Background: an optimization exercise with open tools, aiming at small area and a short achievable clock period. Do not read the settings as production practice. Function was checked by simulation only, so behaviour that the tests miss may differ from the original. Power figures rest on the tool's default switching activity, not on a simulated workload.

Design fetch_unit, start of the top module:
module fetch_unit #(
    parameter int DEPTH = 32
) (
    input  logic        clk,
    input  logic        rst,
    input  logic        stall,
    input  logic        mem_stall,
    input  logic        resolve_branch,
    input  logic        resolve_taken,
    input  logic        resolve_mispredict,
    input  logic [31:0] resolve_branch_pc,
    input  logic [31:0] resolve_dest,
    output logic [31:0] fetch_pc,
    output logic [31:0] fetch_npc,
    output logic [31:0] fetch_instr
);
clock: 5.0 ns
lec_check: 0
cap_margin: 20
core_margin: 2
core_utilization: 60
slew_margin: 20
synth_hierarchical: 1
synth_minimum_keep_size: 0
standard.sh (not shown) runs the stock make flow with config.mk's settings and CLKGATE_MAP_FILE= SYNTH_SCRIPT=/design/flow/synth_recipe.tcl, a recipe that flattens the netlist after the stock synthesis.
==> flow/flow/run.sh <==
#!/bin/bash
# Standard layout, run whole; each tool's output lands in standard.log
bash standard.sh > standard.log 2>&1
==> next run, changes <==
==> flow/run.sh (new file) <==
#!/bin/bash
# synth_recipe.tcl (not shown) runs the flow's synth.tcl, then flattens the netlist and writes it again
# the make line also repeats each setting of config.mk as NAME=value (left out here)
make -C /OpenROAD-flow-scripts/flow DESIGN_CONFIG=/design/flow/config.mk WORK_HOME=/design/flow/orfs CLKGATE_MAP_FILE= SYNTH_SCRIPT=/design/flow/synth_recipe.tcl finish
SETUP_SLACK_MARGIN = 2.5   (was default)
removed: flow/flow/run.sh
removed: flow/standard.sh
=> Clock power goes down by 4.6%; area after synthesis does not change; worst hold slack improved by 0.024 ns; via count goes up by about 10%; power goes up by 0.49%; worst setup slack improved by 1.1 ns; critical path depth goes up by 3; final area goes up by about 5.4%; fmax goes up by about 35%.
==> next run, changes <==
SETUP_SLACK_MARGIN = default   (was 2.5)
Effect: Sequential share of layout area is higher by 3.4 points. Routed wire length is lower by 19%. Total power is lower by 0.49%. Via count is lower by 8.7%. Sequential cell count does not change. Worst setup slack degrades by 1.1 ns. Sequential power barely changes. Synthesized area stays the same. Non-clock buffer count is lower by 127. Core utilization is lower by 3.8 points. Critical path depth is lower by 3.

JK:
fetch_unit, a different RTL version from the one above (not shown whole).
Size: about 4200 cells after synthesis, ~170 I/O pins.
Settings: LEC_CHECK=0, CAP_MARGIN=20, CORE_MARGIN=2, CORE_UTILIZATION=60, SETUP_SLACK_MARGIN=3.1, SLEW_MARGIN=20, SYNTH_HIERARCHICAL=1, SYNTH_MINIMUM_KEEP_SIZE=0, TNS_END_PERCENT=0; clock period 5.0 ns.
==> flow/flow/run.sh <==
#!/bin/bash
# The standard layout (the standard.sh, standard synthesis unchanged) with
# two changes made through ORFS's own environment hooks:
#  - port buffers are buf_2 cells rather than the slow delay cells that
#    buffer_ports picks by default;
#  - clock tree: larger sink clusters and no dummy loads.
# ORFS's per-step logs go to orfs/logs/; make's whole output to standard.log.
set -euo pipefail
export BUFFER_PORTS_ARGS="-buffer_cell sky130_fd_sc_hd__buf_2"
export CTS_ARGS="-sink_clustering_enable -repair_clock_nets -dont_use_dummy_load -sink_clustering_size 24 -sink_clustering_max_diameter 80"
bash standard.sh > standard.log 2>&1
JK completed every stage of the flow, and the final layout passed the timing, DRC and antenna checks.
## Diff of input files: MS against JK
- SETUP_SLACK_MARGIN now 2.9, was 3.1
- TNS_END_PERCENT now 5, was 0
==> results.txt <==
Total power: MS above JK. The setup slack of MS exceeds that of JK by 4.4 ps. Between MS and JK, it is MS whose non-clock buffer count is higher, by 67.

Setup of trial 6:
Another version of the RTL of fetch_unit (not shown whole).
For scale: about 2800 cells after synthesis, ~170 I/O pins, ~0.047 mm2 of cells after synthesis.
export LEC_CHECK = 0
export CAP_MARGIN = 20
export CORE_MARGIN = 2
export CORE_UTILIZATION = 60
export SETUP_SLACK_MARGIN = 2.9
export SLEW_MARGIN = 20
export SYNTH_HIERARCHICAL = 1
export SYNTH_MINIMUM_KEEP_SIZE = 0
export TNS_END_PERCENT = 5
create_clock -name core_clock -period 5.0 [get_ports {clk}]
Scripts as last shown in full above: flow/flow/run.sh
Trial 6 ran to completion and came out clean on the timing, DRC and antenna checks.
--- input diff trial 6..trial 3 ---
Settings: SETUP_SLACK_MARGIN: 2.9 -> 3.1; TNS_END_PERCENT: 5 -> 0.
Results
Sort trial 3 and trial 6 by part of the power in registers desc -> top: trial 3. Trial 3 went all the way through synthesis, placement and routing and the layout is clean on timing, DRC and antenna. Compared with trial 6, trial 3 shows a setup slack that is 0.046 ns higher. Compared trial 3 vs trial 6, and layout overhead on the synthesized area is down in trial 3. The higher slew at the pin with the worst max-slew slack of trial 3 and trial 6 is in trial 6. Trial 3 ended up with u_seq.u_npc_out.q[1] as its critical path endpoint; trial 6 ended up with u_seq.npc_q[4]. Higher combinational power goes to trial 6 over trial 3. As far as number of hold-repair buffers added at the cts stage goes, trial 3 and trial 6 are indistinguishable; the numbers are identical.

what the ideal ports hide:
No port has a modelled driver above. Below, the same layouts with a new extraction and two added sets of constraints. Step 1, drivers: a clkbuf_16 drives clk and a buf_2 each remaining input, both assumed. Step 2 moves the port delays by t, midway between the first and last clock arrival at a register: inputs arrive t later, outputs are due t later. That takes back most of the time a late clock gives input paths. Slacks: ideal / step 1 / step 2; pairs: ideal / step 1.
run | shift t [ns] | slack for setup (ns) | latest minus earliest clock arrival (ns) | slew at the worst register clock pin (ns) | worst data-port slew with drivers (ns)
the first run of note 1 | 0.748 | 0.864 / 0.906 / 0.158 | 0.034 / 0.034 | 0.06 / 0.06 | 0.09
the second run of note 1 | 0.770 | 1.935 / 1.911 / 1.140 | 0.025 / 0.025 | 0.07 / 0.07 | 0.09
the third run of note 1 | 0.748 | 0.864 / 0.906 / 0.158 | 0.034 / 0.034 | 0.06 / 0.06 | 0.09
JK | 0.738 | 2.267 / 2.216 / 1.478 | 0.053 / 0.053 | 0.10 / 0.10 | 0.14
MS | 0.746 | 2.271 / 2.219 / 1.473 | 0.050 / 0.050 | 0.11 / 0.11 | 0.14
trial 6 | 0.732 | 2.178 / 2.045 / 1.313 | 0.049 / 0.049 | 0.10 / 0.10 | 0.21
trial 3 | 0.710 | 2.223 / 2.147 / 1.437 | 0.074 / 0.074 | 0.10 / 0.10 | 0.17
After both steps setup and hold are still met in every run listed. The setup slack of trial 6, which loses most, moves by -0.133 ns with the drivers and by -0.865 ns with both steps.
